Context: an optimization exercise on an open-source flow, tuned for small area. The choices shown serve that exercise and are no tape-out recipe. Function was checked by simulation only, so behaviour that the tests miss may differ from the original. The clock port is modelled as an ideal driver; clocking choices that lean on that would not hold on a real chip. Power figures rest on the tool's default switching activity, not on a simulated workload.

==> run D <==
==> flow/design.v <==
module ebpf_data_mem #(
    parameter int DEPTH_LOG2  = 5,
    parameter int BYTE_ADDR_W = 64
) (
    input  logic                   clk,
    input  logic                   rst,
    input  logic                   req_valid,
    output logic                   req_ready,
    input  logic                   req_write,
    input  logic                   req_xadd,
    input  logic [1:0]             req_size,
    input  logic [BYTE_ADDR_W-1:0] req_addr,
    input  logic [63:0]            req_wdata,
    output logic                   rsp_valid,
    output logic [63:0]            rsp_rdata,
    output logic                   rsp_err
);
    localparam int DEPTH = 1 << DEPTH_LOG2;
    localparam int TOP   = DEPTH_LOG2 + 3;
    logic [63:0] mem_q [DEPTH];
    logic [DEPTH_LOG2-1:0] idx;
    logic [2:0]            lane;
    logic                  misaligned;
    logic                  out_of_range;
    logic                  req_err;
    logic                  accept;
    logic                  go_xadd;
    logic                  xc;           
    assign idx  = req_addr[DEPTH_LOG2+2:3];
    assign lane = req_addr[2:0];
    always_comb begin
        case (req_size)
            2'd0:    misaligned = 1'b0;
            2'd1:    misaligned = lane[0];
            2'd2:    misaligned = |lane[1:0];
            default: misaligned = |lane;
        endcase
    end
    assign out_of_range = |req_addr[BYTE_ADDR_W-1:TOP];
    assign req_err   = misaligned | out_of_range | (req_xadd & ~req_size[1]);
    assign req_ready = ~xc & ~rst;
    assign accept    = req_valid & req_ready;
    assign go_xadd   = accept & req_xadd & ~req_err;
    logic [63:0] wd_al;
    always_comb begin
        for (int j = 0; j < 8; j++) begin
            case (req_size)
                2'd0:    wd_al[8*j +: 8] = req_wdata[8*(j & 0) +: 8];
                2'd1:    wd_al[8*j +: 8] = req_wdata[8*(j & 1) +: 8];
                2'd2:    wd_al[8*j +: 8] = req_wdata[8*(j & 3) +: 8];
                default: wd_al[8*j +: 8] = req_wdata[8*(j & 7) +: 8];
            endcase
        end
    end
    logic [DEPTH_LOG2-1:0] x_idx;
    logic                  x_hi;         
    logic                  x_dw;         
    logic [63:0]           x_add;
    always_ff @(posedge clk) begin
        x_idx <= idx;
        x_hi  <= lane[2];
        x_dw  <= req_size[0];
        x_add <= wd_al;
    end
    always_ff @(posedge clk) begin
        if (rst) xc <= 1'b0;
        else     xc <= go_xadd;
    end
    logic [DEPTH_LOG2-1:0] a_idx;
    logic [2:0]            a_lane;
    logic [1:0]            a_size;
    logic                  rd_en;
    logic                  wr_en;
    assign a_idx  = xc ? x_idx : idx;
    assign a_lane = xc ? {x_hi, 2'b00} : lane;
    assign a_size = xc ? {1'b1, x_dw} : req_size;
    assign rd_en = (xc & ~rst) | (accept & ~req_write & ~req_xadd & ~req_err);
    assign wr_en = (xc & ~rst) | (accept &  req_write & ~req_xadd & ~req_err);
    logic [7:0] be;
    always_comb begin
        for (int j = 0; j < 8; j++) begin
            case (a_size)
                2'd0:    be[j] = (a_lane == 3'(j));
                2'd1:    be[j] = (a_lane[2:1] == 2'(j >> 1));
                2'd2:    be[j] = (a_lane[2] == 1'(j >> 2));
                default: be[j] = 1'b1;
            endcase
        end
    end
    logic [3:0]       pre_lo_r;
    logic [3:0]       pre_lo_w;
    logic [7:0]       pre_hi;
    logic [DEPTH-1:0] rsel;      
    logic [DEPTH-1:0] wsel_n;    
    always_comb begin
        for (int i = 0; i < 4; i++) begin
            pre_lo_r[i] = (a_idx[1:0] == 2'(i)) & rd_en;
            pre_lo_w[i] = (a_idx[1:0] == 2'(i)) & wr_en;
        end
        for (int i = 0; i < 8; i++) pre_hi[i] = (a_idx[4:2] == 3'(i));
        for (int w = 0; w < DEPTH; w++) begin
            rsel[w]   =   pre_lo_r[w % 4] & pre_hi[w / 4];
            wsel_n[w] = ~(pre_lo_w[w % 4] & pre_hi[w / 4]);
        end
    end
    localparam int NG = (DEPTH + 2) / 3;
    logic [63:0] grp_n [NG];
    for (genvar g = 0; g < NG; g++) begin : g_rd
        for (genvar i = 0; i < 64; i++) begin : g_bit
            if (3*g + 2 < DEPTH) begin : g3
                ebpf_dmem_aoi222 u_aoi (
                    .a0(mem_q[3*g][i]),   .s0(rsel[3*g]),
                    .a1(mem_q[3*g+1][i]), .s1(rsel[3*g+1]),
                    .a2(mem_q[3*g+2][i]), .s2(rsel[3*g+2]),
                    .y_n(grp_n[g][i])
                );
            end else begin : g2
                ebpf_dmem_aoi22 u_aoi (
                    .a0(mem_q[3*g][i]),   .s0(rsel[3*g]),
                    .a1(mem_q[3*g+1][i]), .s1(rsel[3*g+1]),
                    .y_n(grp_n[g][i])
                );
            end
        end
    end
    logic [63:0] port;
    always_comb begin
        port = 64'h0;
        for (int g = 0; g < NG; g++) port = port | ~grp_n[g];
    end
    logic [32:0] sum_lo;
    logic [31:0] sum_hi;
    assign sum_lo = {1'b0, port[31:0]} + {1'b0, x_add[31:0]};
    assign sum_hi = port[63:32] + x_add[63:32] + {31'b0, sum_lo[32] & x_dw};
    logic [63:0] col;
    assign col = xc ? {sum_hi, sum_lo[31:0]} : wd_al;
    logic [7:0] be_n;
    assign be_n = ~be;
    logic [7:0] we [DEPTH];
    for (genvar w = 0; w < DEPTH; w++) begin : g_we
        for (genvar b = 0; b < 8; b++) begin : g_b
            ebpf_dmem_nor2 u_we (.a(wsel_n[w]), .b(be_n[b]), .y(we[w][b]));
        end
    end
    always_ff @(posedge clk) begin
        for (int w = 0; w < DEPTH; w++)
            for (int b = 0; b < 8; b++)
                if (we[w][b]) mem_q[w][8*b +: 8] <= col[8*b +: 8];
    end
    logic [7:0]  rd_b0;
    logic [7:0]  rd_b1;
    logic [63:0] rd_al;
    always_comb begin
        rd_b0 = 8'h0;
        for (int l = 0; l < 8; l++)
            rd_b0 = rd_b0 | (port[8*l +: 8] & {8{a_lane == 3'(l)}});
    end
    always_comb begin
        rd_b1 = 8'h0;
        for (int l = 0; l < 4; l++)
            rd_b1 = rd_b1 | (port[16*l + 8 +: 8] & {8{a_lane[2:1] == 2'(l)}});
    end
    assign rd_al[7:0]   = rd_b0;
    assign rd_al[15:8]  = rd_b1 & {8{a_size != 2'd0}};
    assign rd_al[31:16] = ((port[31:16] & {16{~a_lane[2]}}) | (port[63:48] & {16{a_lane[2]}}))
                          & {16{a_size[1]}};
    assign rd_al[63:32] = port[63:32] & {32{a_size == 2'd3}};
    logic resp;
    assign resp = (accept & ~go_xadd) | (xc & ~rst);
    always_ff @(posedge clk) begin
        rsp_valid <= resp;
        if (rst | resp) begin
            rsp_rdata <= rd_al;
            rsp_err   <= accept & req_err;
        end
    end
endmodule
module ebpf_dmem_aoi222 (
    input  logic a0, s0, a1, s1, a2, s2,
    output logic y_n
);
    assign y_n = ~((a0 & s0) | (a1 & s1) | (a2 & s2));
endmodule
module ebpf_dmem_aoi22 (
    input  logic a0, s0, a1, s1,
    output logic y_n
);
    assign y_n = ~((a0 & s0) | (a1 & s1));
endmodule
module ebpf_dmem_nor2 (
    input  logic a, b,
    output logic y
);
    assign y = ~(a | b);
endmodule
==> flow/run.sh <==
#!/bin/bash
# synth_recipe.tcl (not shown) runs the flow's synth.tcl, then flattens the netlist and writes it again
# the make line also repeats each setting of config.mk as NAME=value (left out here)
make -C /OpenROAD-flow-scripts/flow DESIGN_CONFIG=/design/flow/config.mk WORK_HOME=/design/flow/orfs CLKGATE_MAP_FILE= SYNTH_SCRIPT=/design/flow/synth_recipe.tcl finish
==> flow/config.mk <==
export PLATFORM = sky130hd
export DESIGN_NAME = ebpf_data_mem
export DESIGN_NICKNAME = ebpf_data_mem
export VERILOG_FILES = /design/flow/design.v
export SDC_FILE = /design/flow/constraint.sdc
export NUM_CORES = 4
export LEC_CHECK = 0
export CAP_MARGIN = 40
export CORE_MARGIN = 2
export CORE_UTILIZATION = 40
export CTS_CLUSTER_DIAMETER = 80
export CTS_CLUSTER_SIZE = 20
export SLEW_MARGIN = 20
export SYNTH_HIERARCHICAL = 1
==> flow/constraint.sdc <==
create_clock -name core_clock -period 12.0 [get_ports {clk}]
set_input_delay 2.4000 -clock core_clock [delete_from_list [all_inputs] [get_ports {clk}]]
set_output_delay 2.4000 -clock core_clock [all_outputs]
set_load 0.01 [all_outputs]
==> run K (differences from run D) <==
==> flow/flow/run.sh (new file) <==
#!/bin/bash
# Standard layout with these changes:
#  - port buffers use the smallest buffer cell;
#  - clock tree synthesis clusters at most 20 sinks within 80 um per leaf
#    buffer, without dummy loads;
#  - after CTS, clock buffers are downsized where the clock-pin slew stays
#    low (flow/clkdown.tcl);
#  - power recovery (gate downsizing off the critical paths) after global
#    routing.
set -euo pipefail
ARGS=(
  BUFFER_PORTS_ARGS="-buffer_cell sky130_fd_sc_hd__buf_1"
  CTS_ARGS="-sink_clustering_enable -repair_clock_nets -dont_use_dummy_load -sink_clustering_size 20 -sink_clustering_max_diameter 80"
  RECOVER_POWER=100
)
bash standard.sh "${ARGS[@]}" cts > standard_cts.log 2>&1
R=orfs/results/sky130hd/ebpf_data_mem/base
IN=$R/4_cts.odb OUT=$R/4_cts.odb SDC=$R/4_cts.sdc LIM=0.094 \
  openroad -no_init -exit flow/clkdown.tcl > clkdown.log 2>&1
bash standard.sh "${ARGS[@]}" finish > standard_finish.log 2>&1
==> flow/flow/clkdown.tcl (new file) <==
# Downsize clock tree buffers (clkbuf_16 -> 8 -> 4) one at a time, keeping
# each change only while the worst flip-flop clock-pin slew, estimated from
# placement, stays under LIM (ns).
set plat $::env(FLOW_HOME)/platforms/sky130hd
read_db $::env(IN)
read_liberty $plat/lib/sky130_fd_sc_hd__tt_025C_1v80.lib
read_sdc $::env(SDC)
source $plat/setRC.tcl
estimate_parasitics -placement
set_propagated_clock [all_clocks]
estimate_parasitics -placement
set lim $::env(LIM)
proc maxslew {} {
  set mx 0
  foreach p [all_registers -clock_pins -edge_triggered] {
    foreach e {rise fall} { set s [get_property $p slew_max_$e]; if {$s > $mx} {set mx $s} }
  }
  return $mx
}
puts "start max [maxslew]"
set n 0
foreach {from to} {16 8 8 4} {
  foreach inst [get_cells -filter "ref_name == sky130_fd_sc_hd__clkbuf_$from"] {
    replace_cell $inst sky130_fd_sc_hd__clkbuf_$to
    estimate_parasitics -placement
    if {[maxslew] > $lim} {
      replace_cell $inst sky130_fd_sc_hd__clkbuf_$from
      estimate_parasitics -placement
    } else { incr n }
  }
}
puts "downsized $n final max [maxslew]"
write_db $::env(OUT)
==> flow/standard.sh (new file) <==
#!/bin/bash
# synth_recipe.tcl (not shown) runs the flow's synth.tcl, then flattens the netlist and writes it again
# the make line also repeats each setting of config.mk as NAME=value (left out here)
make -C /OpenROAD-flow-scripts/flow DESIGN_CONFIG=/design/flow/config.mk WORK_HOME=/design/flow/orfs CLKGATE_MAP_FILE= SYNTH_SCRIPT=/design/flow/synth_recipe.tcl "${@:-finish}"
- CAP_MARGIN: 40 -> 20
- CTS_CLUSTER_DIAMETER: 80 -> unset
- CTS_CLUSTER_SIZE: 20 -> unset
removed: flow/run.sh
==> impl_metrics.py <==
metrics = {
    "pwr": {
        "seq-power_uw": 8480,
    },
    "global_route": {
        "grt_use_total": 0.252,
        "use_met2": 0.411,
        "antenna_found_initial": 5,
    },
    "status": {
        "outcome": "complete, no violations",
    },
    "final_layout": {
        "clkCellAreaFrac": 0.0392,
        "multi_input_area_share": 0.178,
        "drive_gt1_frac": 0.145,
    },
    "timing": {
        "skew_ps": 35.0,
    },
    "setup_path": {
        "r2r_end": "mem_q[18][60]$_DFFE_PP_",
    },
    "cts": {
        "path_clk_slew_ps": 80,
    },
    "hold_path": {
        "min_path_cells": 5,
    },
}
the above is filed under run D

==> impl_metrics.py <==
metrics = {
    "timing": {
        "slew_viol_final": 964,
        "skew_ps": 189,
    },
    "global_route": {
        "antenna_found_initial": 18,
        "use_met2": 0.421,
        "grt_use_total": 0.252,
    },
    "pwr": {
        "seq-power_uw": 8500,
    },
    "run": {
        "drv_cap": 32,
    },
    "status": {
        "outcome": "failed layout checks",
        "failed_checks": "capacitance limit, slew limit",
    },
    "final_layout": {
        "clkCellAreaFrac": 0.0320,
        "drive_gt1_frac": 0.0886,
    },
    "setup_path": {
        "r2r_end": "mem_q[1][62]$_DFFE_PP_",
    },
    "hold_path": {
        "min_path_cells": 2,
    },
}
the above is filed under run K

## re-timing with driven ports
Ports are ideal in the flow. The routed layouts listed here were re-timed in OpenROAD. Step 1 (the two cells are an assumption about what drives the block):
set clk [get_ports {clk}]
set_driving_cell -lib_cell sky130_fd_sc_hd__clkbuf_16 $clk
set_driving_cell -lib_cell sky130_fd_sc_hd__buf_2 [delete_from_list [all_inputs] $clk]
Step 2 times the ports against the registers' clock, not the clock port: input delays grow and output delays shrink by t, the midpoint of the rising clock arrivals with the driver on. Slacks: ideal ports / drivers / drivers and shift; pairs: ideal ports / drivers.
| run | t (ns) | setup WS [ns] | worst setup path at the end | worst data-port slew with drivers (ns) | cell pins on the clock port's net |
|---|---|---|---|---|---|
| run D | 0.891 | 0.887 / 0.929 / 0.039 | input to register | 0.17 | 1 |
| run K | 1.355 | 0.746 / 0.797 / -0.557 | input to register | 0.16 | 1 |
For run K, which loses most, drivers alone change the setup slack by +0.051 ns; drivers and shift together by -1.303 ns.
